Context: an optimization exercise on an open-source flow, tuned for small area. The choices shown serve that exercise and are no tape-out recipe.
Where RTL was checked, it was by simulation tests only, not by an equivalence proof against the original.
Only the layout flow was run in run 1; the RTL was not checked for function there.
Power is estimated from default activity; no workload was simulated.

==> design/flow/design.v <==
module exec_mem_wbit (
    input  logic q,
    input  logic d,
    input  logic we,
    input  logic we_n,
    output logic nq
);
    assign nq = (q & we_n) | (d & we);
endmodule
module exec_mem_rd3 (
    input  logic [2:0] q,
    input  logic [2:0] s,
    output logic       y_n
);
    assign y_n = ~((q[0] & s[0]) | (q[1] & s[1]) | (q[2] & s[2]));
endmodule
module exec_mem_rd2 (
    input  logic [1:0] q,
    input  logic [1:0] s,
    output logic       y_n
);
    assign y_n = ~((q[0] & s[0]) | (q[1] & s[1]));
endmodule
module exec_alu_xor (input logic a, input logic b, output logic y);
    assign y = a ^ b;
endmodule
module exec_alu_xnor (input logic a, input logic b, output logic y);
    assign y = ~(a ^ b);
endmodule
module exec_alu_and (input logic a, input logic b, output logic y);
    assign y = a & b;
endmodule
module exec_alu_nand (input logic a, input logic b, output logic y);
    assign y = ~(a & b);
endmodule
module exec_alu_cy_tn (input logic p, input logic g, input logic c, output logic co_n);
    assign co_n = ~(g | (p & c));
endmodule
module exec_alu_cy_nt (input logic p_n, input logic g_n, input logic c_n, output logic co);
    assign co = ~(g_n & (p_n | c_n));
endmodule
module exec_mem_ctrl #(
    parameter int DM_WORDS = 64
) (
    input  logic        clk,
    input  logic        rst_n,
    input  logic [6:0]  opCode,
    input  logic [31:0] rd1,
    input  logic [31:0] rd2,
    input  logic [31:0] imm,
    input  logic [2:0]  op,
    input  logic        ALUSrc,
    input  logic        MemRead,
    input  logic        MemWrite,
    output logic [31:0] z,
    output logic        zero,
    output logic [31:0] memOut,
    output logic        isRtype,
    output logic        isItype,
    output logic        isLw,
    output logic        isStype,
    output logic        isbranch,
    output logic        isjump
);
    localparam int AW  = 6;
    localparam int NW  = 64;
    localparam int NG3 = 20;               
    localparam int NG  = NG3 + 2;          
    logic [31:0] mem_q [NW];
    logic [31:0] mem_d [NW];
    logic [NW-1:0] valid_q;
    logic [NW-1:0] wsel;
    logic [NW-1:0] wsel_n;
    logic [NW-1:0] rsel;
    logic [NG-1:0] part_n [32];
    always_comb begin
        isRtype  = (opCode == 7'h33);
        isLw     = (opCode == 7'h03);
        isItype  = (opCode == 7'h13) || (opCode == 7'h03);
        isStype  = (opCode == 7'h23);
        isbranch = (opCode == 7'h63);
        isjump   = (opCode == 7'h6F);
    end
    logic [31:0] alu_b, bx, s;
    logic [32:0] c;
    logic [31:0] p;                      
    logic [31:0] orab;                   
    logic        inv, lt;
    logic        is_and, is_or, is_sum, is_slt;
    logic [31:0] zl;                     
    assign alu_b = ALUSrc ? imm : rd2;
    assign inv   = op[2];
    assign bx    = alu_b ^ {32{inv}};
    assign c[0]  = inv;
    for (genvar i = 0; i < 32; i = i + 2) begin : g_add
        logic p0, g0, p1n, g1n, c1n;
        exec_alu_xor   u_p0 (.a(rd1[i]),   .b(bx[i]),   .y(p0));
        exec_alu_and   u_g0 (.a(rd1[i]),   .b(bx[i]),   .y(g0));
        exec_alu_cy_tn u_c0 (.p(p0), .g(g0), .c(c[i]), .co_n(c1n));
        exec_alu_xor   u_s0 (.a(p0), .b(c[i]), .y(s[i]));
        exec_alu_xnor  u_p1 (.a(rd1[i+1]), .b(bx[i+1]), .y(p1n));
        exec_alu_nand  u_g1 (.a(rd1[i+1]), .b(bx[i+1]), .y(g1n));
        exec_alu_cy_nt u_c1 (.p_n(p1n), .g_n(g1n), .c_n(c1n), .co(c[i+2]));
        exec_alu_xor   u_s1 (.a(p1n), .b(c1n), .y(s[i+1]));
        assign p[i]   = p0;
        assign p[i+1] = ~p1n;
        assign c[i+1] = ~c1n;
    end
    assign orab = rd1 | bx;
    assign lt = (rd1[31] & ~alu_b[31]) | (~(rd1[31] ^ alu_b[31]) & s[31]);
    assign is_and = (op == 3'b000);
    assign is_or  = (op == 3'b001);
    assign is_sum = (op == 3'b010) || (op == 3'b110);
    assign is_slt = (op == 3'b111);
    assign zl = ({32{is_and}} & rd1 & alu_b) | ({32{is_or}} & (rd1 | alu_b));
    assign z  = zl | ({32{is_sum}} & s) | {31'h0, is_slt & lt};
    assign zero = ~|z;
    logic sum_hi_zero, logic_hi_zero, in_range;
    logic [31:8] hz;
    assign hz[8] = ~(p[8] ^ c[8]);
    for (genvar i = 9; i < 32; i++) begin : g_hz
        assign hz[i] = ~(p[i] ^ orab[i-1]);
    end
    assign sum_hi_zero   = &hz;
    assign logic_hi_zero = ~|zl[31:8];
    assign in_range      = is_sum ? sum_hi_zero : logic_hi_zero;
    logic [AW-1:0] word_idx;
    assign word_idx = z[AW+1:2];         
    logic wr_en, rd_en;
    assign wr_en = MemWrite && in_range;
    assign rd_en = MemRead && rst_n && in_range;
    always_comb begin
        for (int i = 0; i < NW; i++) begin
            wsel[i]   = wr_en && (word_idx == AW'(i));
            wsel_n[i] = ~wsel[i];
            rsel[i]   = rd_en && valid_q[i] && (word_idx == AW'(i));
        end
    end
    always_ff @(posedge clk or negedge rst_n) begin
        if (!rst_n) valid_q <= '0;
        else        valid_q <= valid_q | wsel;
    end
    for (genvar i = 0; i < NW; i++) begin : g_word
        for (genvar b = 0; b < 32; b++) begin : g_bit
            exec_mem_wbit u_w (
                .q(mem_q[i][b]), .d(rd2[b]), .we(wsel[i]), .we_n(wsel_n[i]),
                .nq(mem_d[i][b])
            );
        end
        always_ff @(posedge clk) mem_q[i] <= mem_d[i];
    end
    for (genvar b = 0; b < 32; b++) begin : g_rd
        for (genvar g = 0; g < NG3; g++) begin : g_r3
            exec_mem_rd3 u_r (
                .q({mem_q[3*g+2][b], mem_q[3*g+1][b], mem_q[3*g][b]}),
                .s(rsel[3*g+2:3*g]),
                .y_n(part_n[b][g])
            );
        end
        for (genvar g = 0; g < 2; g++) begin : g_r2
            exec_mem_rd2 u_r (
                .q({mem_q[3*NG3+2*g+1][b], mem_q[3*NG3+2*g][b]}),
                .s(rsel[3*NG3+2*g+1:3*NG3+2*g]),
                .y_n(part_n[b][NG3+g])
            );
        end
        assign memOut[b] = ~&part_n[b];
    end
endmodule
==> design/flow/flow/run.sh <==
#!/bin/bash
# Layout flow: the standard ORFS flow (standard.sh, unchanged synthesis),
# with two changes passed to ORFS through its environment variables:
#  - clock tree: clkbuf_8 leaf buffers in larger clusters, and no dummy loads;
#  - port buffers: the smallest buffer (sky130_fd_sc_hd__buf_1); repair_design
#    still resizes them where a port's load needs it.
# ORFS writes each step's full log under orfs/logs/; the make output goes to
# standard.log in the work folder.
set -euo pipefail
cd "$(dirname "$0")/.."
CTS_OPTS=$(cat flow/cts_args.txt)
export CTS_ARGS="-sink_clustering_enable -repair_clock_nets -dont_use_dummy_load ${CTS_OPTS}"
export BUFFER_PORTS_ARGS="-buffer_cell sky130_fd_sc_hd__buf_1"
bash standard.sh > standard.log 2>&1
==> design/flow/flow/cts_args.txt <==
-buf_list sky130_fd_sc_hd__clkbuf_8 -sink_clustering_size 16 -sink_clustering_max_diameter 50
==> design/flow/standard.sh <==
#!/bin/bash
# synth_recipe.tcl (not shown) runs the flow's synth.tcl, then flattens the netlist and writes it again
# the make line also repeats each setting of config.mk as NAME=value (left out here)
make -C /OpenROAD-flow-scripts/flow DESIGN_CONFIG=/design/flow/config.mk WORK_HOME=/design/flow/orfs CLKGATE_MAP_FILE= SYNTH_SCRIPT=/design/flow/synth_recipe.tcl "${@:-finish}"
==> design/flow/config.mk <==
export PLATFORM = sky130hd
export DESIGN_NAME = exec_mem_ctrl
export DESIGN_NICKNAME = exec_mem_ctrl
export VERILOG_FILES = /design/flow/design.v
export SDC_FILE = /design/flow/constraint.sdc
export NUM_CORES = 4
export LEC_CHECK = 0
export CAP_MARGIN = 20
export CORE_MARGIN = 2
export CORE_UTILIZATION = 55
export PLACE_DENSITY = 0.65
export SLEW_MARGIN = 20
export SYNTH_HIERARCHICAL = 1
==> design/flow/constraint.sdc <==
create_clock -name core_clock -period 16.0 [get_ports {clk}]
set_input_delay 3.2000 -clock core_clock [delete_from_list [all_inputs] [get_ports {clk}]]
set_output_delay 3.2000 -clock core_clock [all_outputs]
set_load 0.01 [all_outputs]
==> results.sh, run 1 <==
export IMPL_status="timing/DRC/antenna clean"
export IMPL_async_flop_share_pct=3.030
export IMPL_worstPathRequired_ns=12.80
export IMPL_dp_hpwl_mm=183.9
export IMPL_max_slew_margin_pct=11.67
export IMPL_clock_sinks=2112
export IMPL_cts_root_buffer="clkbuf_8"
export IMPL_start_util_pct=55.26
export IMPL_synth_edff_count=0
export IMPL_die_w_um=377.9
export IMPL_setup_tns_ns=0
export IMPL_hold_path_startpoint="valid_q[61]"
export IMPL_coreArea_sq_mm=0.1392
export IMPL_hp_class="flip-flop to flip-flop"
export IMPL_port_buffers=181
export IMPL_ff_latch_area_sq_mm=0.04260
export IMPL_synth_area_leaders="dfxtp_1 53%, a22o_1 24%, a222oi_1 8.3%"
export IMPL_reg2reg_to="valid_q[15]"
export IMPL_slowest_delay_ns=0.61
export IMPL_cts_buffer_depth=3
export IMPL_total_power_w=0.009154
export IMPL_intPower_w=0.006829
export IMPL_cts_hold_buf=0
export IMPL_startpoint="rd2[0]"
export IMPL_place_congestion=0.9539
export IMPL_ys_seq_area_share_pct=55.39
export IMPL_yosys_warnings=11
export IMPL_fin_skew_ns=0
export IMPL_vdd_drop_max_mv=0.08834
export IMPL_drv_slew=0
export IMPL_boundaryPins=182
export IMPL_cp_slowest_cell="or4b_2"
export IMPL_grt_pass1_vias=63890
export IMPL_ctsResizeCount=0
export IMPL_clock_latency_ns=0.92
export IMPL_mappedNetlistArea_sq_mm=0.07691
export IMPL_multi_input_area_sq_mm=0.03541
export IMPL_fin_crit_sh_pct=93.58
export IMPL_place_ws_ns=1.118
export IMPL_ys_ff_latch=2112
export IMPL_pwr_share_seq_pct=61.6
export IMPL_area_delta_synth_final_pct=12.60
export IMPL_worstPathMaxFanout=32
export IMPL_worst_pin_slew_ns=1.313
export IMPL_die_y_um=377.9
export IMPL_synth_fp_nets=6260
export IMPL_instances_no_fill=8614
export IMPL_clk_pin_slew_ns=0.06
export IMPL_power_frac_clock_pct=29.7
export IMPL_syn_avg_cell_area_sq_um=12.51
export IMPL_post_cts_buffers=0
export IMPL_reg2reg_slack_ns=15.17
export IMPL_cap_violations=0
export IMPL_p_leak_nw=30.86
export IMPL_cp_arrival_ns=11.77
export IMPL_nNetsFinal=6840
export IMPL_finalHoldViolations=0
export IMPL_placed_cells=8411
export IMPL_p_comb_share_pct=8.7
export IMPL_synth_main_ff_cell="dfxtp_1"
export IMPL_grt_usage_pct=42.80
export IMPL_yosysTopAreaCell="dfxtp_1"
export IMPL_grt_max_degree=75
export IMPL_worst_path_most_repeated_cell="a21oi_2"
export IMPL_setup_violations=0
export IMPL_antenna_found_initial=25
export IMPL_p_sw_share_pct=25.40
export IMPL_synthCells=6147
export IMPL_critPathLaunchType="input port"
export IMPL_cts_max_level=4
export IMPL_wirelength_mm=316.6
export IMPL_power_switching_w=0.002325
export IMPL_crit_path_end="zero"
export IMPL_drc=0
export IMPL_synth_cell_types=75
export IMPL_rsz0062_at_grt="false"
export IMPL_drive_above_1_share_pct=13.22
export IMPL_numCtsBuffers=180
export IMPL_vias=67530
export IMPL_num_rows=137
export IMPL_synth_top_area_share_pct=53.31
export IMPL_drtIter0Drc=11710
export IMPL_rr_worst_depth=2
export IMPL_grt_ovfl_total=0
export IMPL_r2r_start="valid_q[15]"
export IMPL_viasPerCell=7.840
export IMPL_criticalPathCategory="input port to primary output"
export IMPL_worst_slack_ns=1.028
export IMPL_grt_pass1_wl_mm=453.3
export IMPL_firstDrtPassIters=13
export IMPL_max_freq_mhz=66.79
export IMPL_p_per_area_mw_per_mm2=105.7
export IMPL_wl_per_cell_um=36.75
export IMPL_period_needed_ns=14.97
export IMPL_fillers=11370
export IMPL_cts_tree="yes"
export IMPL_die_area_sq_mm=0.1428
export IMPL_antenna_left=0
export IMPL_worstSetupEndpointType="primary output"
## cells by family (layout without fill, tap and decap cells)
kind of cell / Yosys count / count (layout) / share of synthesized area [%]
fa+ha+maj: 28 / 28 / 0.3807
compound gates: 3118 / 3118 / 36.70
xor+xnor: 107 / 107 / 1.219
other cells: 0 / 13 / 0
flops: 2112 / 2112 / 55.39
simple gates: 552 / 552 / 4.568
buf+inv: 182 / 760 / 1.035
mux: 48 / 48 / 0.7077
## cell type report
type                    instances  area share (%)
clock buffers                 180           2.861
inverters                      78          0.3381
diodes                         13         0.03757
multi-input cells            3853           40.89
flip-flops and latches       2112           49.19
well taps                    1876           2.710
repair buffers                502           3.967
## critical path: cells and delay by family
family | cells | cell delay [ns]
AO/OA/AOI/OAI | 34 | 6.12
AND/OR/NAND/NOR | 2 | 0.80
buffers and inverters | 2 | 0.71
XOR/XNOR | 3 | 0.71
multiplexers | 1 | 0.22
## Yosys stat by module, one instance, submodules excluded
module | copies in the design | cell area [sq um] | cells
exec_alu_cy_nt | 15 | 5.005 | 1
exec_alu_and | 16 | 6.256 | 1
exec_alu_cy_tn | 16 | 8.758 | 1
exec_alu_nand | 15 | 3.754 | 1
exec_mem_wbit | 2048 | 8.758 | 1
exec_mem_rd3 | 640 | 10.01 | 1
exec_alu_xnor | 16 | 8.758 | 1
exec_mem_ctrl | 1 | 50830 | 3269
exec_mem_rd2 | 64 | 12.51 | 1
exec_alu_xor | 48 | 8.758 | 1
## metal layers
layer | up-vias | routed length (um) | part of all wire, % | global-route usage (%)
li1 | 27820 | - | - | -
met1 | 33950 | 122200 | 39 | 57.09
met2 | 4857 | 129400 | 41 | 60.35
met3 | 886 | 43240 | 14 | 13.29
met4 | 22 | 21490 | 6.8 | 26.17
met5 | - | 191 | 0.060 | 0.2401
## power groups by stage
stage	registers [W]	logic (W)	clock network, W
2_1_floorplan	0.00572	0.000462	0
3_3_place_gp	0.00575	0.000758	0
3_5_place_dp	0.00575	0.000773	0
4_1_cts	0.00564	0.000774	0.00272
5_1_grt	0.00567	0.000834	0.00292
6_report	0.00564	0.000794	0.00272
## registers in the layout (all words and copies together), names as in the netlist
register,cells
valid_q,64
mem_q,2048
## through the flow
step | hold WS [ns] | utilization [%] | cell area [sq um]
floorplan | 0.4317 | - | 76910
finish | 0.4775 | 62.22 | 86600
global route | 0.4940 | 62.20 | 86580
CTS | 0.4798 | 62.06 | 86380
global placement | 0.4530 | 60.20 | 83790
detailed placement | 0.4646 | 60.28 | 83900
## layout by cell type (no fill, tap or decap), types with 15 or more instances in the layout
master,count
a22o_1,2074
dfxtp_1,2048
a222oi_1,641
buf_4,306
clkbuf_8,180
nand4_1,171
buf_1,144
xor2_1,81
inv_1,73
a22oi_2,68
o221ai_1,65
nand3_1,64
dfrtp_1,64
a2111oi_4,55
nand2_1,52
a21oi_4,39
and4_1,35
or2_1,32
clkbuf_4,32
nor2_1,31
or2_0,31
nor4_1,30
xnor2_1,26
a21oi_2,26
mux2_2,25
o21ai_4,25
o21ai_2,24
maj3_1,20
and2_1,18
mux2i_1,16
o211ai_1,16
o21ai_1,16
nor2b_1,15
nor4_4,15
a211oi_4,15
## cells in the mapped netlist (36+ instances only)
cell and count:
a2111oi_2 55, a21oi_1 50, a222oi_1 641, a22o_1 2074, a22oi_2 67, and4_1 36
clkbuf_1 47, dfrtp_1 64, dfxtp_1 2048, inv_1 73, nand2_1 53, nand3_1 68
nand4_1 171, nor4_1 42, o21ai_0 56, o221ai_1 65, xor2_1 81
## worst min path at each step
stage | to | slack (ns) | cells after the start
5_1_grt | mem_q[24][4] | 0.49 | 1
2_1_floorplan | valid_q[12] | 0.43 | 2
3_5_place_dp | valid_q[12] | 0.46 | 2
6_report | valid_q[61] | 0.48 | 2
3_3_place_gp | valid_q[13] | 0.45 | 2
4_1_cts | valid_q[61] | 0.48 | 2
==> run 2: changes to the inputs <==
--- a/design/flow/design.v
+++ b/design/flow/design.v
@@ -1,11 +1,11 @@
 module exec_mem_wbit (
     input  logic q,
-    input  logic d,
+    input  logic dd,
     input  logic we,
     input  logic we_n,
     output logic nq
 );
-    assign nq = (q & we_n) | (d & we);
+    assign nq = ~((q | we) & (dd | we_n));
 endmodule
 module exec_mem_rd3 (
     input  logic [2:0] q,
@@ -140,15 +140,25 @@
         if (!rst_n) valid_q <= '0;
         else        valid_q <= valid_q | wsel;
     end
+    logic        phase_q;
+    logic [31:0] wdata_x;
+    always_ff @(posedge clk or negedge rst_n) begin
+        if (!rst_n) phase_q <= 1'b0;
+        else        phase_q <= ~phase_q;
+    end
+    assign wdata_x = rd2 ^ {32{phase_q}};
     for (genvar i = 0; i < NW; i++) begin : g_word
         for (genvar b = 0; b < 32; b++) begin : g_bit
             exec_mem_wbit u_w (
-                .q(mem_q[i][b]), .d(rd2[b]), .we(wsel[i]), .we_n(wsel_n[i]),
+                .q(mem_q[i][b]), .dd(wdata_x[b]), .we(wsel[i]), .we_n(wsel_n[i]),
                 .nq(mem_d[i][b])
             );
         end
         always_ff @(posedge clk) mem_q[i] <= mem_d[i];
     end
+    logic hit;
+    logic [31:0] raw;
+    assign hit = |rsel;
     for (genvar b = 0; b < 32; b++) begin : g_rd
         for (genvar g = 0; g < NG3; g++) begin : g_r3
             exec_mem_rd3 u_r (
@@ -164,6 +174,7 @@
                 .y_n(part_n[b][NG3+g])
             );
         end
-        assign memOut[b] = ~&part_n[b];
+        assign raw[b]    = ~&part_n[b];
+        assign memOut[b] = raw[b] ^ (phase_q & hit);
     end
 endmodule
==> run 2 against run 1 <==
  * Utilization is 0.27 points lower
  * Clock skew up 0.094 ns
  * Sequential share of layout area up 4.8 points
  * Synthesized cell count fell by 1.4%
  * Synthesized area fell by 8.1%
  * Critical endpoint unchanged
  * Hold slack got worse by 0.029 ns
  * Final cell count fell by 3.4%
==> results.sh, run 2 <==
export IMPL_antenna_found_initial=26
export IMPL_synth_main_ff_cell="dfxtp_1"
export IMPL_cts_max_level=4
export IMPL_worstPathMaxFanout=40
export IMPL_boundaryPins=182
export IMPL_regMostFlops="mem_q"
export IMPL_fin_crit_sh_pct=91.97
export IMPL_p_per_area_mw_per_mm2=136.1
export IMPL_ys_seq_area_share_pct=60.28
export IMPL_grt_pass1_vias=61050
export IMPL_reg_top3="mem_q (2048), valid_q (64), phase_q (1)"
export IMPL_async_flop_share_pct=3.076
export IMPL_drv_slew=0
export IMPL_synth_cell_types=73
export IMPL_die_w_um=362.6
export IMPL_place_congestion=1.019
export IMPL_start_util_pct=55.45
export IMPL_critPathLaunchType="input port"
export IMPL_p_leak_nw=28.29
export IMPL_numCtsBuffers=171
export IMPL_die_area_sq_mm=0.1315
export IMPL_clock_sinks=2113
export IMPL_cts_root_buffer="clkbuf_8"
export IMPL_port_buffers=181
export IMPL_synth_fp_nets=6176
export IMPL_fillers=10570
export IMPL_worst_path_most_repeated_cell="a21oi_2"
export IMPL_criticalPathCategory="input port to primary output"
export IMPL_setup_violations=0
export IMPL_ff_latch_area_sq_mm=0.04263
export IMPL_wl_per_cell_um=37.22
export IMPL_p_sw_share_pct=27.34
export IMPL_slowest_delay_ns=0.49
export IMPL_fin_skew_ns=0.09374
export IMPL_synth_area_leaders="dfxtp_1 58%, o22ai_1 18%, a222oi_1 9.1%"
export IMPL_grt_max_degree=66
export IMPL_hp_class="flip-flop to flip-flop"
export IMPL_max_freq_mhz=67.96
export IMPL_p_comb_share_pct=11.8
export IMPL_viasPerCell=8.046
export IMPL_yosys_warnings=11
export IMPL_cts_buffer_depth=3
export IMPL_synthCells=6063
export IMPL_coreArea_sq_mm=0.1275
export IMPL_finalHoldViolations=0
export IMPL_antenna_left=0
export IMPL_firstDrtPassIters=15
export IMPL_worst_slack_ns=1.285
export IMPL_wirelength_mm=309.7
export IMPL_pwr_share_seq_pct=63.7
export IMPL_clk_pin_slew_ns=0.06
export IMPL_post_cts_buffers=0
export IMPL_intPower_w=0.007812
export IMPL_cp_arrival_ns=11.52
export IMPL_total_power_w=0.01075
export IMPL_die_y_um=362.6
export IMPL_clock_latency_ns=0.96
export IMPL_mappedNetlistArea_sq_mm=0.07071
export IMPL_yosysMostFrequentCell="o22ai_1"
export IMPL_setup_tns_ns=0
export IMPL_grt_ovfl_total=0
export IMPL_cap_violations=0
export IMPL_vdd_drop_max_mv=0.1084
export IMPL_ys_ff_latch=2113
export IMPL_power_frac_clock_pct=24.5
export IMPL_power_switching_w=0.002939
export IMPL_dp_hpwl_mm=192.3
export IMPL_max_slew_margin_pct=14.82
export IMPL_synth_common_cells="2054 x o22ai_1, 2048 x dfxtp_1, 641 x a222oi_1"
export IMPL_grt_pass1_wl_mm=439.3
export IMPL_cts_tree="yes"
export IMPL_synth_edff_count=0
export IMPL_yosysTopAreaCell="dfxtp_1"
export IMPL_period_needed_ns=14.72
export IMPL_ctsResizeCount=0
export IMPL_cts_hold_buf=0
export IMPL_mostFrequentLayoutCells="2054 x o22ai_1, 2048 x dfxtp_1, 641 x a222oi_1"
export IMPL_rsz0062_at_grt="false"
export IMPL_worst_pin_slew_ns=1.266
export IMPL_drive_above_1_share_pct=11.95
export IMPL_drc=0
export IMPL_nNetsFinal=6766
export IMPL_num_rows=131
export IMPL_instances_no_fill=8322
export IMPL_vias=66960
export IMPL_largest_reg_flops=2048
export IMPL_status="timing/DRC/antenna clean"
export IMPL_worstSetupEndpointType="primary output"
export IMPL_worstPathRequired_ns=12.80
export IMPL_grt_usage_pct=45.22
export IMPL_multi_input_area_sq_mm=0.02874
export IMPL_drtIter0Drc=12010
export IMPL_area_delta_synth_final_pct=11.71
export IMPL_cp_slowest_cell="buf_4"
export IMPL_place_ws_ns=1.540
export IMPL_mostFrequentLayoutCell="o22ai_1"
export IMPL_syn_avg_cell_area_sq_um=11.66
export IMPL_synth_top_area_share_pct=57.98
export IMPL_placed_cells=8139
## run 2: cell types whose count changed after synthesis, moves of 54 or more
cell / change
xor2_1: +56
a2111oi_2: -54
and3_1: +60
o221ai_1: -64
o22ai_1: +2049
nand3_1: -55
a22o_1: -2049
## run 2: worst max-delay path: cells and delay by family
family / cells / cell delay (ns)
AOI/OAI and AO/OA: 32 / 5.90
buffers and inverters: 3 / 0.80
xor gates and xnor gates: 3 / 0.65
and+or+nand+nor: 2 / 0.56
muxes: 1 / 0.35
## run 2: power by group through the flow
| stage | logic [W] | clock network [W] | registers, W |
|---|---|---|---|
| 2_1_floorplan | 0.000877 | 0 | 0.00678 |
| 3_3_place_gp | 0.00118 | 0 | 0.00691 |
| 3_5_place_dp | 0.00123 | 0 | 0.00693 |
| 4_1_cts | 0.00123 | 0.00263 | 0.00682 |
| 5_1_grt | 0.00136 | 0.00282 | 0.00694 |
| 6_report | 0.00127 | 0.00263 | 0.00685 |
## run 2: cell families (layout without fill, tap and decap cells)
group,after synthesis,count (layout),synth area share [%]
other,0,9,0
xor gates and xnor gates,176,176,2.180
muxes,70,70,1.060
AOI/OAI and AO/OA,2937,2937,30.35
and+or+nand+nor,638,638,5.090
DFF,2113,2113,60.28
buffers and inverters,101,689,0.6387
adders and majority gates,28,28,0.4034
## run 2: path summary, 6_finish.rpt
kind                       cells past startpoint            end          start  slack [ns]
setup reg to reg                               4   mem_q[5][19]        phase_q       12.29
setup / recovery                              41           zero         ALUSrc        1.28
max in group asynchronous                      2        phase_q          rst_n       12.60
hold / removal                                 1  mem_q[22][11]  mem_q[22][11]        0.45
min in group asynchronous                      2     valid_q[3]          rst_n        2.68
hold reg to reg                                1  mem_q[22][11]  mem_q[22][11]        0.45
## run 2: metrics by stage
step	util, %	hold slack, ns	cell area [sq um]
after CTS	61.86	0.4460	78880
after floorplan	-	0.4213	70710
after global routing	61.94	0.4565	78980
final	61.95	0.4480	79000
after detailed placement	60.01	0.4363	76530
after global placement	59.97	0.4292	76470
## run 2: routing by layer
layer	global-route usage [%]	up-vias	part of all wire [%]
li1	-	27450	-
met5	0	-	0.071
met2	62.74	5141	41
met1	59.09	33310	37
met3	17.61	1026	16
met4	27.44	28	7.0
## run 2: modules after synthesis (local to each module, per instance)
module / times used / flip-flops and latches
exec_mem_wbit: 2048 / 0
exec_alu_cy_nt: 15 / 0
exec_alu_nand: 15 / 0
exec_alu_xnor: 16 / 0
exec_mem_ctrl: 1 / 2113
exec_alu_and: 16 / 0
exec_mem_rd2: 64 / 0
exec_alu_cy_tn: 16 / 0
exec_mem_rd3: 640 / 0
exec_alu_xor: 48 / 0
## run 2: area by class of cell
type / count / share of cell area (%)
antenna: 9 / 0.02851
clock buffer: 171 / 2.979
inverter: 30 / 0.1425
multi-input combinational: 3849 / 36.37
sequential: 2113 / 53.96
tap: 1662 / 2.632
timing repair buffer: 488 / 3.879
==> run 3: changes to the inputs <==
--- a/design/flow/design.v
+++ b/design/flow/design.v
@@ -38,6 +38,63 @@
 endmodule
 module exec_alu_cy_nt (input logic p_n, input logic g_n, input logic c_n, output logic co);
     assign co = ~(g_n & (p_n | c_n));
+endmodule
+module exec_alu (
+    input  logic [31:0] rd1,
+    input  logic [31:0] rd2,
+    input  logic [31:0] imm,
+    input  logic [2:0]  op,
+    input  logic        ALUSrc,
+    output logic [31:0] z,
+    output logic        zero,
+    output logic        in_range
+);
+    logic [31:0] alu_b, bx, s;
+    logic [32:0] c;
+    logic [31:0] p;                      
+    logic [31:0] g;                      
+    logic [31:0] orab;                   
+    logic        inv, lt;
+    logic        is_and, is_or, is_sum, is_slt;
+    logic [31:0] zl;                     
+    assign alu_b = ALUSrc ? imm : rd2;
+    assign inv   = op[2];
+    assign bx    = alu_b ^ {32{inv}};
+    assign c[0]  = inv;
+    for (genvar i = 0; i < 32; i = i + 2) begin : g_add
+        logic p0, g0, p1n, g1n, c1n;
+        exec_alu_xor   u_p0 (.a(rd1[i]),   .b(bx[i]),   .y(p0));
+        exec_alu_and   u_g0 (.a(rd1[i]),   .b(bx[i]),   .y(g0));
+        exec_alu_cy_tn u_c0 (.p(p0), .g(g0), .c(c[i]), .co_n(c1n));
+        exec_alu_xor   u_s0 (.a(p0), .b(c[i]), .y(s[i]));
+        exec_alu_xnor  u_p1 (.a(rd1[i+1]), .b(bx[i+1]), .y(p1n));
+        exec_alu_nand  u_g1 (.a(rd1[i+1]), .b(bx[i+1]), .y(g1n));
+        exec_alu_cy_nt u_c1 (.p_n(p1n), .g_n(g1n), .c_n(c1n), .co(c[i+2]));
+        exec_alu_xor   u_s1 (.a(p1n), .b(c1n), .y(s[i+1]));
+        assign p[i]   = p0;
+        assign p[i+1] = ~p1n;
+        assign g[i]   = g0;
+        assign g[i+1] = ~g1n;
+        assign c[i+1] = ~c1n;
+    end
+    assign orab = rd1 | bx;
+    assign lt = (rd1[31] & ~alu_b[31]) | (~(rd1[31] ^ alu_b[31]) & s[31]);
+    assign is_and = (op == 3'b000);
+    assign is_or  = (op == 3'b001);
+    assign is_sum = (op == 3'b010) || (op == 3'b110);
+    assign is_slt = (op == 3'b111);
+    assign zl = ({32{is_and}} & g) | ({32{is_or}} & orab);
+    assign z  = zl | ({32{is_sum}} & s) | {31'h0, is_slt & lt};
+    assign zero = ~|z;
+    logic sum_hi_zero, logic_hi_zero;
+    logic [31:8] hz;
+    assign hz[8] = ~(p[8] ^ c[8]);
+    for (genvar i = 9; i < 32; i++) begin : g_hz
+        assign hz[i] = ~(p[i] ^ orab[i-1]);
+    end
+    assign sum_hi_zero   = &hz;
+    assign logic_hi_zero = ~|zl[31:8];
+    assign in_range      = is_sum ? sum_hi_zero : logic_hi_zero;
 endmodule
 module exec_mem_ctrl #(
     parameter int DM_WORDS = 64
@@ -81,49 +138,11 @@
         isbranch = (opCode == 7'h63);
         isjump   = (opCode == 7'h6F);
     end
-    logic [31:0] alu_b, bx, s;
-    logic [32:0] c;
-    logic [31:0] p;                      
-    logic [31:0] orab;                   
-    logic        inv, lt;
-    logic        is_and, is_or, is_sum, is_slt;
-    logic [31:0] zl;                     
-    assign alu_b = ALUSrc ? imm : rd2;
-    assign inv   = op[2];
-    assign bx    = alu_b ^ {32{inv}};
-    assign c[0]  = inv;
-    for (genvar i = 0; i < 32; i = i + 2) begin : g_add
-        logic p0, g0, p1n, g1n, c1n;
-        exec_alu_xor   u_p0 (.a(rd1[i]),   .b(bx[i]),   .y(p0));
-        exec_alu_and   u_g0 (.a(rd1[i]),   .b(bx[i]),   .y(g0));
-        exec_alu_cy_tn u_c0 (.p(p0), .g(g0), .c(c[i]), .co_n(c1n));
-        exec_alu_xor   u_s0 (.a(p0), .b(c[i]), .y(s[i]));
-        exec_alu_xnor  u_p1 (.a(rd1[i+1]), .b(bx[i+1]), .y(p1n));
-        exec_alu_nand  u_g1 (.a(rd1[i+1]), .b(bx[i+1]), .y(g1n));
-        exec_alu_cy_nt u_c1 (.p_n(p1n), .g_n(g1n), .c_n(c1n), .co(c[i+2]));
-        exec_alu_xor   u_s1 (.a(p1n), .b(c1n), .y(s[i+1]));
-        assign p[i]   = p0;
-        assign p[i+1] = ~p1n;
-        assign c[i+1] = ~c1n;
-    end
-    assign orab = rd1 | bx;
-    assign lt = (rd1[31] & ~alu_b[31]) | (~(rd1[31] ^ alu_b[31]) & s[31]);
-    assign is_and = (op == 3'b000);
-    assign is_or  = (op == 3'b001);
-    assign is_sum = (op == 3'b010) || (op == 3'b110);
-    assign is_slt = (op == 3'b111);
-    assign zl = ({32{is_and}} & rd1 & alu_b) | ({32{is_or}} & (rd1 | alu_b));
-    assign z  = zl | ({32{is_sum}} & s) | {31'h0, is_slt & lt};
-    assign zero = ~|z;
-    logic sum_hi_zero, logic_hi_zero, in_range;
-    logic [31:8] hz;
-    assign hz[8] = ~(p[8] ^ c[8]);
-    for (genvar i = 9; i < 32; i++) begin : g_hz
-        assign hz[i] = ~(p[i] ^ orab[i-1]);
-    end
-    assign sum_hi_zero   = &hz;
-    assign logic_hi_zero = ~|zl[31:8];
-    assign in_range      = is_sum ? sum_hi_zero : logic_hi_zero;
+    logic in_range;
+    exec_alu u_alu (
+        .rd1(rd1), .rd2(rd2), .imm(imm), .op(op), .ALUSrc(ALUSrc),
+        .z(z), .zero(zero), .in_range(in_range)
+    );
     logic [AW-1:0] word_idx;
     assign word_idx = z[AW+1:2];         
     logic wr_en, rd_en;
==> design/flow/flow/cts_args.txt (replaced) <==
-buf_list sky130_fd_sc_hd__clkbuf_8 -sink_clustering_size 18 -sink_clustering_max_diameter 55
==> run 3 against run 2 <==
  * Still clean
  * Sequential share of layout area is 0.87 points higher
  * Hold slack got worse by 0.00052 ns
  * Largest power group unchanged
  * Fmax about the same
  * Worst setup slack better by 0.011 ns
  * Total power shrank 0.59%
  * Final cell count shrank 0.73%
  * Largest cell class unchanged
  * Design area decreased by 1.6%
  * Count of clock-buffer cells in the layout is 20 lower
==> results.sh, run 3 <==
export IMPL_coreArea_sq_mm=0.1272
export IMPL_synth_main_ff_cell="dfxtp_1"
export IMPL_yosysTopAreaCell="dfxtp_1"
export IMPL_num_rows=131
export IMPL_drive_above_1_share_pct=9.329
export IMPL_criticalPathCategory="input port to primary output"
export IMPL_placed_cells=8094
export IMPL_worstPathMaxFanout=20
export IMPL_cts_buffer_depth=3
export IMPL_start_util_pct=55.19
export IMPL_nNetsFinal=6706
export IMPL_clk_pin_slew_ns=0.09
export IMPL_cts_root_buffer="clkbuf_8"
export IMPL_rsz0062_at_grt="false"
export IMPL_syn_avg_cell_area_sq_um=11.64
export IMPL_slowest_delay_ns=0.39
export IMPL_p_per_area_mw_per_mm2=137.5
export IMPL_yosys_warnings=11
export IMPL_synth_top_family_by_area="compound AO/OA/AOI/OAI gates"
export IMPL_cp_arrival_ns=11.50
export IMPL_synth_compound_area_share_pct=29.95
export IMPL_grt_ovfl_total=0
export IMPL_mostFrequentLayoutCell="o22ai_1"
export IMPL_port_buffers=181
export IMPL_mostFrequentLayoutCells="2076 x o22ai_1, 2048 x dfxtp_1, 640 x a222oi_1"
export IMPL_hp_class="flip-flop to flip-flop"
export IMPL_worstPathRequired_ns=12.80
export IMPL_status="timing/DRC/antenna clean"
export IMPL_clock_latency_ns=0.94
export IMPL_dp_hpwl_mm=178.0
export IMPL_die_w_um=361.3
export IMPL_grt_pass1_vias=59000
export IMPL_critPathLaunchType="input port"
export IMPL_place_congestion=1.012
export IMPL_drtIter0Drc=12100
export IMPL_antenna_left=0
export IMPL_synth_adder_area_share_pct=0.01782
export IMPL_setup_tns_ns=0
export IMPL_cap_violations=0
export IMPL_multi_input_area_sq_mm=0.02775
export IMPL_synth_edff_count=0
export IMPL_grt_pass1_wl_mm=417.5
export IMPL_drc=0
export IMPL_antenna_found_initial=23
export IMPL_synth_common_cells="2080 x o22ai_1, 2048 x dfxtp_1, 640 x a222oi_1"
export IMPL_cp_slowest_cell="or3_1"
export IMPL_rr_worst_depth=5
export IMPL_reg_top3="mem_q (2048), valid_q (64), phase_q (1)"
export IMPL_die_area_sq_mm=0.1305
export IMPL_fillers=10670
export IMPL_wl_per_cell_um=35.19
export IMPL_ys_ff_latch=2113
export IMPL_instances_no_fill=8261
export IMPL_p_leak_nw=27.93
export IMPL_ys_seq_area_share_pct=60.72
export IMPL_synth_area_leaders="dfxtp_1 58%, o22ai_1 19%, a222oi_1 9.1%"
export IMPL_worst_pin_slew_ns=1.301
export IMPL_post_cts_buffers=0
export IMPL_ctsResizeCount=0
export IMPL_cts_max_level=4
export IMPL_cts_tree="yes"
export IMPL_grt_usage_pct=42.79
export IMPL_muxShareOfSynthArea_pct=0.8305
export IMPL_fin_skew_ns=0.08092
export IMPL_numCtsBuffers=151
export IMPL_synth_cell_types=68
export IMPL_fin_crit_sh_pct=91.90
export IMPL_period_needed_ns=14.70
export IMPL_finalHoldViolations=0
export IMPL_firstDrtPassIters=11
export IMPL_worstSetupEndpointType="primary output"
export IMPL_grt_max_degree=65
export IMPL_ff_latch_area_sq_mm=0.04263
export IMPL_whs_path_depth=1
export IMPL_regMostFlops="mem_q"
export IMPL_synth_top_area_share_pct=58.40
export IMPL_die_y_um=361.3
export IMPL_viasPerCell=7.875
export IMPL_setup_violations=0
export IMPL_boundaryPins=182
export IMPL_max_slew_margin_pct=12.47
export IMPL_cts_hold_buf=0
export IMPL_synth_simple_area_share_pct=5.414
export IMPL_largest_reg_flops=2048
export IMPL_yosys_area_share_xor_xnor_pct=2.296
export IMPL_mappedNetlistArea_sq_mm=0.07020
export IMPL_area_delta_synth_final_pct=10.74
export IMPL_vdd_drop_max_mv=0.09743
export IMPL_synthCells=6030
export IMPL_drv_slew=0
export IMPL_max_freq_mhz=68.01
export IMPL_yosysMostFrequentCell="o22ai_1"
export IMPL_vias=65050
export IMPL_synth_fp_nets=6142
export IMPL_async_flop_share_pct=3.076
export IMPL_clock_sinks=2113
export IMPL_wirelength_mm=290.7
-- run 3: cell types whose count changed after synthesis, moves of 13 or more --
cell      change
nand2b_1     +68
xnor2_1      +56
a21o_1       -48
xor2_1       -48
inv_1        +44
nor3_1       -30
maj3_1       -26
o22ai_1      +26
a22o_1       -23
mux2_2       -20
nor2_1       -20
a21oi_1      +16
nor4_1       -14
or2_2        -13
-- run 3: per-module statistics from Yosys (local to each module, per instance), a selection --
module / cells / times used / cell area (sq um) / flops+latches
exec_alu: 325 / 1 / 2208 / 0
exec_alu_and: 1 / 16 / 6.256 / 0
exec_alu_cy_nt: 1 / 15 / 5.005 / 0
exec_alu_nand: 1 / 16 / 3.754 / 0
exec_alu_xor: 1 / 48 / 8.758 / 0
exec_mem_ctrl: 2826 / 1 / 47040 / 2113
exec_mem_rd2: 1 / 64 / 12.51 / 0
exec_mem_wbit: 1 / 2048 / 6.256 / 0
-- run 3: layout make-up --
cell class	instances	share of cell area, %
sequential	2113	54.83
multi-input combinational	3788	35.69
timing repair buffer	468	3.753
tap	1662	2.675
clock buffer	151	2.673
inverter	72	0.3476
antenna	7	0.02253
-- run 3: worst paths after layout --
check	from	end	slack, ns
min in group asynchronous	rst_n	valid_q[26]	2.30
hold reg to reg	mem_q[7][18]	mem_q[7][18]	0.45
setup / recovery	ALUSrc	zero	1.30
max in group asynchronous	rst_n	valid_q[55]	12.61
setup reg to reg	phase_q	mem_q[50][11]	11.88
hold / removal	mem_q[7][18]	mem_q[7][18]	0.45
-- run 3: cell families (layout without fill, tap and decap cells) --
kind of cell	after synthesis	count (layout)
buffers and inverters	129	691
other	0	7
xor gates and xnor gates	184	184
AOI/OAI and AO/OA	2898	2898
and+or+nand+nor	649	649
DFF	2113	2113
muxes	56	56
adders and majority gates	1	1
-- run 3: per-layer routing --
layer,share of wire (%),global-route usage [%],vias up
met4,5.3,20.04,32
met1,40,60.30,32470
met2,41,59.24,4656
met5,0.093,0.4440,-
met3,14,13.71,746
li1,-,-,27150
-- run 3: critical path, delay by kind of cell --
family,cells,cell delay [ns]
muxes,1,0.30
AOI/OAI and AO/OA,33,5.88
and+or+nand+nor,3,0.88
buffers and inverters,3,0.68
xor gates and xnor gates,3,0.52
-- run 3: power by group --
group / leakage (nW) / internal, W / total [W] / switching, W
clock: 1.09 / 0.000848 / 0.00248 / 0.00163
sequential: 19.3 / 0.00632 / 0.00690 / 0.000572
combinational: 7.53 / 0.000604 / 0.00131 / 0.000707
-- run 3: per-stage QoR --
step | area (sq um) | power (W) | setup slack (ns) | utilization (%) | hold slack, ns
after floorplan | 70200 | 0.007743 | 2.078 | - | 0.4213
after global routing | 77730 | 0.01107 | 0.5878 | 61.11 | 0.4559
final | 77740 | 0.01069 | 1.296 | 61.12 | 0.4475
after CTS | 77580 | 0.01062 | 1.541 | 61.00 | 0.4488
after global placement | 75480 | 0.008173 | 1.551 | 59.34 | 0.4283
after detailed placement | 75500 | 0.008255 | 1.580 | 59.36 | 0.4363
==> run 4: changes to the inputs <==
--- a/design/flow/design.v
+++ b/design/flow/design.v
@@ -14,12 +14,29 @@
 );
     assign y_n = ~((q[0] & s[0]) | (q[1] & s[1]) | (q[2] & s[2]));
 endmodule
-module exec_mem_rd2 (
-    input  logic [1:0] q,
-    input  logic [1:0] s,
-    output logic       y_n
-);
-    assign y_n = ~((q[0] & s[0]) | (q[1] & s[1]));
+module exec_mem_rd1 (
+    input  logic q,
+    input  logic s,
+    output logic y_n
+);
+    assign y_n = ~(q & s);
+endmodule
+module exec_mem_wdec (
+    input  logic lo,
+    input  logic hi,
+    output logic we,
+    output logic we_n
+);
+    assign we   = lo & hi;
+    assign we_n = ~(lo & hi);
+endmodule
+module exec_mem_rdec (
+    input  logic lo,
+    input  logic hi,
+    input  logic v,
+    output logic rs
+);
+    assign rs = lo & hi & v;
 endmodule
 module exec_alu_xor (input logic a, input logic b, output logic y);
     assign y = a ^ b;
@@ -121,14 +138,14 @@
 );
     localparam int AW  = 6;
     localparam int NW  = 64;
-    localparam int NG3 = 20;               
-    localparam int NG  = NG3 + 2;          
+    localparam int NG3 = 21;               
+    localparam int NG  = NG3 + 1;          
     logic [31:0] mem_q [NW];
     logic [31:0] mem_d [NW];
     logic [NW-1:0] valid_q;
-    logic [NW-1:0] wsel;
-    logic [NW-1:0] wsel_n;
-    logic [NW-1:0] rsel;
+    logic [NW-1:0] wsel   [2];
+    logic [NW-1:0] wsel_n [2];
+    logic [NW-1:0] rsel   [2];
     logic [NG-1:0] part_n [32];
     always_comb begin
         isRtype  = (opCode == 7'h33);
@@ -148,16 +165,27 @@
     logic wr_en, rd_en;
     assign wr_en = MemWrite && in_range;
     assign rd_en = MemRead && rst_n && in_range;
+    logic [7:0] wlo, rlo, hi;
     always_comb begin
-        for (int i = 0; i < NW; i++) begin
-            wsel[i]   = wr_en && (word_idx == AW'(i));
-            wsel_n[i] = ~wsel[i];
-            rsel[i]   = rd_en && valid_q[i] && (word_idx == AW'(i));
+        for (int k = 0; k < 8; k++) begin
+            wlo[k] = wr_en && (word_idx[2:0] == 3'(k));
+            rlo[k] = rd_en && (word_idx[2:0] == 3'(k));
+            hi[k]  = (word_idx[5:3] == 3'(k));
+        end
+    end
+    for (genvar i = 0; i < NW; i++) begin : g_dec
+        for (genvar h = 0; h < 2; h++) begin : g_half
+            exec_mem_wdec u_wd (
+                .lo(wlo[i % 8]), .hi(hi[i / 8]), .we(wsel[h][i]), .we_n(wsel_n[h][i])
+            );
+            exec_mem_rdec u_rd (
+                .lo(rlo[i % 8]), .hi(hi[i / 8]), .v(valid_q[i]), .rs(rsel[h][i])
+            );
         end
     end
     always_ff @(posedge clk or negedge rst_n) begin
         if (!rst_n) valid_q <= '0;
-        else        valid_q <= valid_q | wsel;
+        else        valid_q <= valid_q | wsel[0];
     end
     logic        phase_q;
     logic [31:0] wdata_x;
@@ -169,7 +197,7 @@
     for (genvar i = 0; i < NW; i++) begin : g_word
         for (genvar b = 0; b < 32; b++) begin : g_bit
             exec_mem_wbit u_w (
-                .q(mem_q[i][b]), .dd(wdata_x[b]), .we(wsel[i]), .we_n(wsel_n[i]),
+                .q(mem_q[i][b]), .dd(wdata_x[b]), .we(wsel[b/16][i]), .we_n(wsel_n[b/16][i]),
                 .nq(mem_d[i][b])
             );
         end
@@ -177,22 +205,18 @@
     end
     logic hit;
     logic [31:0] raw;
-    assign hit = |rsel;
+    assign hit = |rsel[0];
     for (genvar b = 0; b < 32; b++) begin : g_rd
         for (genvar g = 0; g < NG3; g++) begin : g_r3
             exec_mem_rd3 u_r (
                 .q({mem_q[3*g+2][b], mem_q[3*g+1][b], mem_q[3*g][b]}),
-                .s(rsel[3*g+2:3*g]),
+                .s(rsel[b/16][3*g+2:3*g]),
                 .y_n(part_n[b][g])
             );
         end
-        for (genvar g = 0; g < 2; g++) begin : g_r2
-            exec_mem_rd2 u_r (
-                .q({mem_q[3*NG3+2*g+1][b], mem_q[3*NG3+2*g][b]}),
-                .s(rsel[3*NG3+2*g+1:3*NG3+2*g]),
-                .y_n(part_n[b][NG3+g])
-            );
-        end
+        exec_mem_rd1 u_r1 (
+            .q(mem_q[NW-1][b]), .s(rsel[b/16][NW-1]), .y_n(part_n[b][NG3])
+        );
         assign raw[b]    = ~&part_n[b];
         assign memOut[b] = raw[b] ^ (phase_q & hit);
     end
==> design/flow/config.mk (replaced) <==
export PLATFORM = sky130hd
export DESIGN_NAME = exec_mem_ctrl
export DESIGN_NICKNAME = exec_mem_ctrl
export VERILOG_FILES = /design/flow/design.v
export SDC_FILE = /design/flow/constraint.sdc
export NUM_CORES = 4
export LEC_CHECK = 0
export CAP_MARGIN = 30
export CORE_MARGIN = 2
export CORE_UTILIZATION = 60
export PLACE_DENSITY = 0.7
export SLEW_MARGIN = 30
export SYNTH_HIERARCHICAL = 1
==> run 4 against run 3 <==
  * Flip-flop and latch count is the same
  * Routed wire length shrank 9.4%
  * Critical path depth is the same
  * Sequential share of layout area grew 1.1 points
  * Via count shrank 1.3%
  * Register-to-register slack gained 0.57 ns
  * Utilization grew 4.5 points
  * Clock skew shrank 0.011 ns
  * Largest cell class unchanged
==> results.sh, run 4 <==
export IMPL_cts_max_level=4
export IMPL_status="timing/DRC/antenna clean"
export IMPL_synth_cell_types=55
export IMPL_synth_fp_nets=6237
export IMPL_synth_common_cells="2080 x o22ai_1, 2048 x dfxtp_1, 672 x a222oi_1"
export IMPL_critical_path_top_delay_family="compound AO/OA/AOI/OAI gates"
export IMPL_worstSetupEndpointType="primary output"
export IMPL_clock_latency_ns=0.89
export IMPL_cts_root_buffer="clkbuf_8"
export IMPL_max_freq_mhz=69.21
export IMPL_p_leak_nw=26.92
export IMPL_hp_class="flip-flop to flip-flop"
export IMPL_worstPathMaxFanout=35
export IMPL_synth_adder_area_share_pct=0.01777
export IMPL_synth_compound_area_share_pct=28.87
export IMPL_p_comb_share_pct=11.8
export IMPL_reg_top3="mem_q (2048), valid_q (64), phase_q (1)"
export IMPL_vdd_drop_max_mv=0.1025
export IMPL_area_delta_synth_final_pct=8.263
export IMPL_criticalPathCategory="input port to primary output"
export IMPL_antenna_found_initial=10
export IMPL_drive_above_1_share_pct=5.923
export IMPL_ctsResizeCount=0
export IMPL_rr_worst_depth=5
export IMPL_cts_buffer_depth=3
export IMPL_p_per_area_mw_per_mm2=139.2
export IMPL_finalHoldViolations=0
export IMPL_nNetsFinal=6614
export IMPL_whs_path_depth=1
export IMPL_cts_hold_buf=0
export IMPL_synth_area_leaders="dfxtp_1 58%, o22ai_1 18%, a222oi_1 9.6%"
export IMPL_yosysTopAreaCell="dfxtp_1"
export IMPL_drv_slew=0
export IMPL_crit_buf_inv=3
export IMPL_die_y_um=346.5
export IMPL_clock_sinks=2113
export IMPL_cap_violations=0
export IMPL_rsz0062_at_grt="false"
export IMPL_firstDrtPassIters=15
export IMPL_setup_tns_ns=0
export IMPL_pwr_share_seq_pct=65.2
export IMPL_place_ws_ns=1.678
export IMPL_vias=64190
export IMPL_muxShareOfSynthArea_pct=0.5830
export IMPL_grt_max_degree=65
export IMPL_synth_simple_area_share_pct=7.443
export IMPL_cp_slowest_cell="buf_4"
export IMPL_hold_path_startpoint="mem_q[23][17]"
export IMPL_ys_ff_latch=2113
export IMPL_power_frac_clock_pct=23.0
export IMPL_coreArea_sq_mm=0.1162
export IMPL_worst_slack_ns=1.551
export IMPL_wl_per_cell_um=32.82
export IMPL_mappedNetlistArea_sq_mm=0.07040
export IMPL_r2r_start="phase_q"
export IMPL_cp_arrival_ns=11.25
export IMPL_reg2reg_to="mem_q[39][6]"
export IMPL_synth_main_ff_cell="dfxtp_1"
export IMPL_grt_pass1_vias=58920
export IMPL_synth_top_family_by_area="compound AO/OA/AOI/OAI gates"
export IMPL_period_needed_ns=14.45
export IMPL_drc=0
export IMPL_worst_pin_slew_ns=1.060
export IMPL_reg2reg_slack_ns=12.45
export IMPL_worstPathRequired_ns=12.80
export IMPL_port_buffers=181
export IMPL_num_rows=125
export IMPL_cts_tree="yes"
export IMPL_regMostFlops="mem_q"
export IMPL_boundaryPins=182
export IMPL_holdPathEnd="mem_q[23][17]"
export IMPL_die_area_sq_mm=0.1201
export IMPL_grt_usage_pct=41.87
export IMPL_critPathLaunchType="input port"
export IMPL_place_congestion=0.9687
export IMPL_power_switching_w=0.002863
export IMPL_intPower_w=0.007745
export IMPL_mostFrequentLayoutCells="2079 x o22ai_1, 2048 x dfxtp_1, 672 x a222oi_1"
export IMPL_total_power_w=0.01061
export IMPL_dp_hpwl_mm=163.3
export IMPL_numCtsBuffers=149
export IMPL_synth_top_area_share_pct=58.24
export IMPL_die_w_um=346.5
export IMPL_start_util_pct=60.58
export IMPL_largest_reg_flops=2048
export IMPL_startpoint="ALUSrc"
export IMPL_final_core_util_pct=65.59
export IMPL_antenna_left=0
export IMPL_syn_avg_cell_area_sq_um=11.49
export IMPL_slowest_delay_ns=0.45
export IMPL_async_flop_share_pct=3.076
export IMPL_setup_violations=0
export IMPL_p_sw_share_pct=26.99
export IMPL_post_cts_buffers=0
export IMPL_fin_crit_sh_pct=90.30
export IMPL_synthCells=6125
export IMPL_synth_edff_count=0
export IMPL_yosysMostFrequentCell="o22ai_1"
export IMPL_mostFrequentLayoutCell="o22ai_1"
export IMPL_grt_pass1_wl_mm=385.5
export IMPL_grt_ovfl_total=0
export IMPL_fin_skew_ns=0.06955
export IMPL_yosys_area_share_xor_xnor_pct=2.289
export IMPL_viasPerCell=7.997
export IMPL_ys_seq_area_share_pct=60.55
export IMPL_fillers=9473
export IMPL_yosys_warnings=14
export IMPL_max_slew_margin_pct=28.71
export IMPL_wirelength_mm=263.4
export IMPL_clk_pin_slew_ns=0.06
export IMPL_drtIter0Drc=12270
run 4: cell count changes after synthesis, sizes merged, moves of 6 or more:
cell    delta
and2     +121
nand2     +93
inv       -69
a22oi     -67
and3      +67
nand2b    -65
or2       +59
a222oi    +32
clkbuf    -17
mux2i     -15
nor4      +14
buf        -8
nand3      -6
run 4: Yosys stat by module (local to each module, per instance), excerpt:
| module | area [sq um] | flops+latches |
|---|---|---|
| exec_alu | 2208 | 0 |
| exec_mem_rd1 | 3.754 | 0 |
| exec_mem_rdec | 6.256 | 0 |
| exec_alu_cy_nt | 5.005 | 0 |
| exec_alu_nand | 3.754 | 0 |
| exec_mem_rd3 | 10.01 | 0 |
| exec_mem_wdec | 10.01 | 0 |
run 4: logic make-up after synthesis:
kind of cell / Yosys count
flip-flops: 2113
AND/OR/NAND/NOR: 915
adder cells (fa/ha/maj): 1
buffers and inverters: 35
AO/OA/AOI/OAI: 2837
XOR/XNOR: 184
multiplexers: 40
run 4: area by class of cell:
class	instances	area [sq um]	area share, %
clock buffers	149	2051	2.691
multi-input cells	3977	28320	37.16
flip-flops and latches	2113	42630	55.93
inverters	3	11.26	0.01477
diodes	3	7.507	0.009850
well taps	1524	1907	2.502
repair buffers	258	1285	1.686
run 4: stage by stage:
| step | area (sq um) | hold slack [ns] | std cells |
|---|---|---|---|
| 2_1_floorplan | 70400 | 0.4213 | 6125 |
| 3_3_place_gp | 74100 | 0.4286 | 7873 |
| 3_5_place_dp | 74110 | 0.4363 | 7873 |
| 4_1_cts | 76160 | 0.4469 | 8022 |
| 5_1_grt | 76210 | 0.4559 | 8026 |
| 6_report | 76220 | 0.4449 | 8027 |
run 4: worst max path at each step:
stage / to / slack (ns) / depth (start not counted)
4_1_cts: zero / 1.65 / 43
5_1_grt: zero / 0.91 / 43
3_3_place_gp: zero / 1.73 / 43
2_1_floorplan: zero / 2.08 / 44
3_5_place_dp: zero / 1.68 / 43
6_report: zero / 1.55 / 43
run 4: power groups by stage:
stage                     clock [W]  sequential [W]  combinational [W]
after floorplan                   0         0.00684           0.000890
after global placement            0         0.00696            0.00116
after detailed placement          0         0.00700            0.00122
after CTS                   0.00244         0.00689            0.00121
after global routing        0.00263         0.00702            0.00134
final                       0.00244         0.00692            0.00125
run 4: per-layer routing:
layer / wire, um / track usage (%) / vias to the layer above
met5: 67 / 0 / -
met1: 100800 / 57.90 / 31760
met3: 32990 / 9.131 / 777
met2: 113000 / 60.87 / 4513
met4: 16550 / 23.46 / 10
li1: - / - / 27140
==> run 5: changes to the inputs <==
==> design/flow/config.mk (replaced) <==
export PLATFORM = sky130hd
export DESIGN_NAME = exec_mem_ctrl
export DESIGN_NICKNAME = exec_mem_ctrl
export VERILOG_FILES = /design/flow/design.v
export SDC_FILE = /design/flow/constraint.sdc
export NUM_CORES = 4
export LEC_CHECK = 0
export CAP_MARGIN = 20
export CORE_MARGIN = 2
export CORE_UTILIZATION = 55
export PLACE_DENSITY = 0.65
export SLEW_MARGIN = 20
export SYNTH_HIERARCHICAL = 1
==> run 5 against run 4 <==
  * Count of clock-buffer cells in the layout decreased by 2
  * Die area rose by 9.0%
  * Global-route usage decreased by 1.9 points
  * Fmax barely moved
  * Combinational power hardly changed
  * Register-to-register slack improved by 0.29 ns
  * Non-clock buffer count fell by 8
  * Worst setup slack lost 0.0099 ns
  * First-iteration DRC count increased by 1.5%
==> results.sh, run 5 <==
export IMPL_post_cts_buffers=0
export IMPL_critPathLaunchType="input port"
export IMPL_cp_slowest_cell="or3_1"
export IMPL_crit_buf_inv=2
export IMPL_synth_area_leaders="dfxtp_1 58%, o22ai_1 18%, a222oi_1 9.6%"
export IMPL_cts_tree="yes"
export IMPL_p_per_area_mw_per_mm2=139.2
export IMPL_setup_tns_ns=0
export IMPL_die_area_sq_mm=0.1309
export IMPL_reg_top3="mem_q (2048), valid_q (64), phase_q (1)"
export IMPL_grt_ovfl_total=0
export IMPL_crit_cells=43
export IMPL_yosys_warnings=14
export IMPL_vias=63890
export IMPL_synthCells=6125
export IMPL_rsz0062_at_grt="false"
export IMPL_boundaryPins=182
export IMPL_cts_buffer_depth=3
export IMPL_synth_top_area_share_pct=58.24
export IMPL_largest_reg_flops=2048
export IMPL_hp_class="flip-flop to flip-flop"
export IMPL_yosysMostFrequentCell="o22ai_1"
export IMPL_cts_max_level=4
export IMPL_synth_main_ff_cell="dfxtp_1"
export IMPL_rr_worst_depth=4
export IMPL_wirelength_mm=273.8
export IMPL_design_area_sq_mm=0.07628
export IMPL_area_delta_synth_final_pct=8.357
export IMPL_syn_avg_cell_area_sq_um=11.49
export IMPL_clk_pin_slew_ns=0.06
export IMPL_dp_hpwl_mm=171.1
export IMPL_clock_sinks=2113
export IMPL_multi_input_area_sq_mm=0.02832
export IMPL_async_flop_share_pct=3.076
export IMPL_regMostFlops="mem_q"
export IMPL_port_buffers=181
export IMPL_mostFrequentLayoutCell="o22ai_1"
export IMPL_cts_hold_buf=0
export IMPL_worstSetupEndpointType="primary output"
export IMPL_num_rows=131
export IMPL_worstPathMaxFanout=11
export IMPL_ctsResizeCount=0
export IMPL_mappedNetlistArea_sq_mm=0.07040
export IMPL_ff_latch_area_sq_mm=0.04263
export IMPL_antenna_found_initial=15
export IMPL_cap_violations=0
export IMPL_cp_arrival_ns=11.26
export IMPL_drtIter0Drc=12450
export IMPL_synth_fp_nets=6237
export IMPL_grt_pass1_wl_mm=397.1
export IMPL_vdd_drop_max_mv=0.1031
export IMPL_grt_usage_pct=39.92
export IMPL_grt_max_degree=65
export IMPL_drv_slew=0
export IMPL_whs_path_depth=1
export IMPL_numCtsBuffers=147
export IMPL_grt_pass1_vias=58360
export IMPL_fin_skew_ns=0.06768
export IMPL_yosysTopAreaCell="dfxtp_1"
export IMPL_viasPerCell=7.831
export IMPL_post_dp_cell_area_sq_mm=0.07424
export IMPL_synth_common_cells="2080 x o22ai_1, 2048 x dfxtp_1, 672 x a222oi_1"
export IMPL_criticalPathCategory="input port to primary output"
export IMPL_cts_root_buffer="clkbuf_8"
export IMPL_status="timing/DRC/antenna clean"
export IMPL_whs_ns=0.4441
export IMPL_drc=0
export IMPL_period_needed_ns=14.46
export IMPL_die_y_um=361.8
export IMPL_nNetsFinal=6604
export IMPL_slowest_delay_ns=0.38
export IMPL_worst_path_most_repeated_cell="a21oi_2"
export IMPL_max_slew_margin_pct=19.63
export IMPL_max_freq_mhz=69.16
export IMPL_antenna_left=0
export IMPL_mostFrequentLayoutCells="2080 x o22ai_1, 2048 x dfxtp_1, 672 x a222oi_1"
export IMPL_wl_per_cell_um=33.56
export IMPL_synth_edff_count=0
export IMPL_final_core_util_pct=59.90
export IMPL_p_leak_nw=26.85
export IMPL_synth_cell_types=55
export IMPL_coreArea_sq_mm=0.1274
export IMPL_critical_path_top_delay_family="compound AO/OA/AOI/OAI gates"
export IMPL_clock_latency_ns=0.95
export IMPL_worstPathRequired_ns=12.80
export IMPL_ys_seq_area_share_pct=60.55
export IMPL_start_util_pct=55.28
export IMPL_setup_violations=0
export IMPL_ys_ff_latch=2113
export IMPL_total_power_w=0.01062
export IMPL_worst_pin_slew_ns=1.206
export IMPL_place_congestion=0.9414
export IMPL_firstDrtPassIters=14
export IMPL_fin_crit_sh_pct=90.37
export IMPL_die_w_um=361.8
export IMPL_drive_above_1_share_pct=5.716
export IMPL_fillers=10720
export IMPL_finalHoldViolations=0
-- run 5: cell count changes in the layout (fill, tap and decap cells not counted), moves of 2 or more --
| cell | before | now |
|---|---|---|
| and3_2 | 5 | 1 |
| buf_4 | 75 | 69 |
| nor2_2 | 4 | 6 |
| nor2_1 | 46 | 43 |
| and3_1 | 124 | 128 |
| diode_2 | 3 | 6 |
| clkbuf_8 | 149 | 147 |
-- run 5: cell type report --
| cell class | instances | share of cell area (%) |
|---|---|---|
| inverter | 3 | 0.01476 |
| timing repair buffer | 250 | 1.580 |
| multi-input combinational | 3977 | 37.12 |
| sequential | 2113 | 55.88 |
| tap | 1662 | 2.726 |
| clock buffer | 147 | 2.652 |
| antenna | 6 | 0.01968 |
-- run 5: power breakdown --
group | switching [W] | leakage [nW] | internal (W)
clock network | 0.00163 | 1.06 | 0.000828
registers | 0.000592 | 19.3 | 0.00632
logic | 0.000661 | 6.49 | 0.000582
total | 0.00288 | 26.9 | 0.00773
-- run 5: worst paths after layout --
kind	startpoint	end	slack (ns)
hold reg to reg	mem_q[44][20]	mem_q[44][20]	0.44
setup reg to reg	phase_q	mem_q[58][8]	12.74
max in group asynchronous	rst_n	phase_q	12.58
min in group asynchronous	rst_n	valid_q[4]	2.09
hold / removal	mem_q[44][20]	mem_q[44][20]	0.44
setup / recovery	ALUSrc	zero	1.54
-- run 5: layer usage --
metal / vias to the layer above / global-route usage, % / part of all wire (%) / wire length [um]
met1: 31870 / 54.61 / 39 / 106800
met2: 4066 / 59.21 / 43 / 118800
met3: 778 / 8.322 / 11 / 30380
met4: 6 / 21.69 / 6.5 / 17720
li1: 27170 / - / - / -
met5: - / 0 / 0.017 / 47
-- run 5: Yosys stat by module, one instance, submodules excluded --
module,copies in the design,cell area [sq um]
exec_mem_ctrl,1,45510
exec_alu,1,2208
exec_mem_rd3,672,10.01
exec_mem_wdec,128,10.01
exec_alu_cy_tn,16,8.758
exec_alu_xnor,16,8.758
exec_alu_xor,48,8.758
exec_alu_and,16,6.256
exec_mem_rdec,128,6.256
exec_mem_wbit,2048,6.256
exec_alu_cy_nt,15,5.005
exec_alu_nand,16,3.754
exec_mem_rd1,32,3.754
-- run 5: through the flow --
step	std cells	setup slack (ns)
detailed placement	8005	1.675
CTS	8152	1.631
floorplan	6125	2.078
global placement	8005	1.628
finish	8158	1.541
global route	8154	0.7965
-- run 5: kinds of logic after synthesis --
kind of cell	synth area share, %
AO/OA/AOI/OAI	28.87
XOR/XNOR	2.289
adder cells (fa/ha/maj)	0.01777
buffers and inverters	0.2453
flip-flops	60.55
multiplexers	0.5830
AND/OR/NAND/NOR	7.443
==> run 6: changes to the inputs <==
==> design/flow/flow/cts_args.txt (replaced) <==
-buf_list sky130_fd_sc_hd__clkbuf_8 -sink_clustering_size 17 -sink_clustering_max_diameter 50
==> run 6 against run 5 <==
  * Critical endpoint unchanged
  * Routed wire length rose by 0.33%
  * Die area did not move
  * Sequential share of layout area fell by 0.18 points
  * Hold slack barely moved
  * Largest cell class unchanged
  * Utilization rose by 0.19 points
  * Worst setup slack got worse by 0.020 ns
  * Highest routed layer unchanged
  * Clock power rose by 5%
  * Critical path depth did not move
  * Count of clock-buffer cells in the layout rose by 18
  * Combinational power barely moved
  * Still clean on timing, DRC and antenna
  * Non-clock buffer count did not move
  * Sequential power barely moved
==> results.sh, run 6 <==
export IMPL_numCtsBuffers=165
export IMPL_criticalPathCategory="input port to primary output"
export IMPL_syn_avg_cell_area_sq_um=11.49
export IMPL_clock_sinks=2113
export IMPL_mostFrequentLayoutCell="o22ai_1"
export IMPL_synth_top_area_share_pct=58.24
export IMPL_post_cts_buffers=0
export IMPL_ys_seq_area_share_pct=60.55
export IMPL_vdd_drop_max_mv=0.1019
export IMPL_grt_max_degree=65
export IMPL_status="timing/DRC/antenna clean"
export IMPL_grt_pass1_wl_mm=398.1
export IMPL_p_comb_share_pct=11.6
export IMPL_clock_latency_ns=0.95
export IMPL_num_rows=131
export IMPL_mostFrequentLayoutCells="2080 x o22ai_1, 2048 x dfxtp_1, 672 x a222oi_1"
export IMPL_finalHoldViolations=0
export IMPL_worstSetupEndpointType="primary output"
export IMPL_cp_slowest_cell="or3_1"
export IMPL_synth_edff_count=0
export IMPL_yosysTopAreaCell="dfxtp_1"
export IMPL_antenna_found_initial=18
export IMPL_die_w_um=361.8
export IMPL_p_sw_share_pct=27.09
export IMPL_fin_skew_ns=0.1301
export IMPL_critPathLaunchType="input port"
export IMPL_coreArea_sq_mm=0.1274
export IMPL_dp_hpwl_mm=171.1
export IMPL_antenna_left=0
export IMPL_pwr_share_seq_pct=64.4
export IMPL_die_y_um=361.8
export IMPL_p_per_area_mw_per_mm2=140.3
export IMPL_mappedNetlistArea_sq_mm=0.07040
export IMPL_grt_usage_pct=40.06
export IMPL_total_power_w=0.01074
export IMPL_viasPerCell=7.849
export IMPL_ys_ff_latch=2113
export IMPL_synth_fp_nets=6237
export IMPL_vias=64170
export IMPL_regMostFlops="mem_q"
export IMPL_worst_path_most_repeated_cell="a21oi_2"
export IMPL_slowest_delay_ns=0.39
export IMPL_place_congestion=0.9414
export IMPL_drive_above_1_share_pct=5.977
export IMPL_worst_pin_slew_ns=1.203
export IMPL_boundaryPins=182
export IMPL_largest_reg_flops=2048
export IMPL_cts_max_level=4
export IMPL_die_area_sq_mm=0.1309
run 6: power by group through the flow:
stage / logic (W) / registers (W) / clock network (W)
2_1_floorplan: 0.000890 / 0.00684 / 0
3_3_place_gp: 0.00116 / 0.00697 / 0
3_5_place_dp: 0.00122 / 0.00700 / 0
4_1_cts: 0.00121 / 0.00689 / 0.00258
5_1_grt: 0.00133 / 0.00702 / 0.00278
6_report: 0.00124 / 0.00692 / 0.00258
run 6: cell type report:
| type | count | area (sq um) |
|---|---|---|
| multi-input cells | 3977 | 28320 |
| well taps | 1662 | 2079 |
| inverters | 3 | 11.26 |
| repair buffers | 250 | 1205 |
| clock buffers | 165 | 2271 |
| flip-flops and latches | 2113 | 42630 |
| fillers | 10740 | 50830 |
| diodes | 5 | 12.51 |
run 6: worst paths after layout:
| path | startpoint | endpoint | slack (ns) | depth (start not counted) |
|---|---|---|---|---|
| max reg2reg | phase_q | mem_q[8][8] | 12.79 | 4 |
| min in group asynchronous | rst_n | valid_q[4] | 2.10 | 1 |
| min | mem_q[57][13] | mem_q[57][13] | 0.44 | 1 |
| max in group asynchronous | rst_n | phase_q | 12.51 | 2 |
| max | ALUSrc | zero | 1.52 | 43 |
| min reg2reg | mem_q[57][13] | mem_q[57][13] | 0.44 | 1 |
run 6: per-module statistics from Yosys (local to each module, per instance), excerpt:
module,flip-flops and latches,times used,area (sq um),cells
exec_alu_cy_tn,0,16,8.758,1
exec_mem_wdec,0,128,10.01,2
exec_mem_rdec,0,128,6.256,1
exec_alu_xnor,0,16,8.758,1
exec_mem_rd1,0,32,3.754,1
exec_mem_rd3,0,672,10.01,1
exec_mem_ctrl,2113,1,45510,2537
exec_alu,0,1,2208,325
exec_alu_xor,0,48,8.758,1
exec_mem_wbit,0,2048,6.256,1
exec_alu_and,0,16,6.256,1
run 6: per-layer routing:
metal / wire length, um / part of all wire, % / track usage (%) / vias to the layer above
li1: - / - / - / 27190
met1: 106300 / 39 / 54.67 / 32010
met2: 118600 / 43 / 58.96 / 4173
met3: 31430 / 11 / 8.238 / 773
met4: 18310 / 6.7 / 23.28 / 14
met5: 95 / 0.035 / 0 / -
run 6: logic make-up (layout without fill, tap and decap cells):
| group | count (synthesis) | after routing | synth area share (%) |
|---|---|---|---|
| XOR/XNOR | 184 | 184 | 2.289 |
| multiplexers | 40 | 40 | 0.5830 |
| buffers and inverters | 35 | 418 | 0.2453 |
| flip-flops | 2113 | 2113 | 60.55 |
| other | 0 | 5 | 0 |
| AO/OA/AOI/OAI | 2837 | 2837 | 28.87 |
| adder cells (fa/ha/maj) | 1 | 1 | 0.01777 |
| AND/OR/NAND/NOR | 915 | 915 | 7.443 |
run 6: through the flow:
stage,instance area (sq um),std cells
floorplan,70400,6125
global placement,74240,8005
detailed placement,74240,8005
CTS,76510,8170
global route,76520,8172
finish,76530,8175
run 6: critical path: cells and delay by family:
kind / cells / cell delay, ns
AOI/OAI and AO/OA: 34 / 5.93
muxes: 1 / 0.31
xor gates and xnor gates: 3 / 0.66
buffers and inverters: 2 / 0.50
and+or+nand+nor: 3 / 0.66

Re-timed with assumed drivers on the ports (clkbuf_16 on the clock, buf_2 on other inputs), run 6 has 1.490 ns of setup slack against 1.521 ns with ideal ports, and 1.490 ns once port delays also move by the mid clock arrival of 0.964 ns.
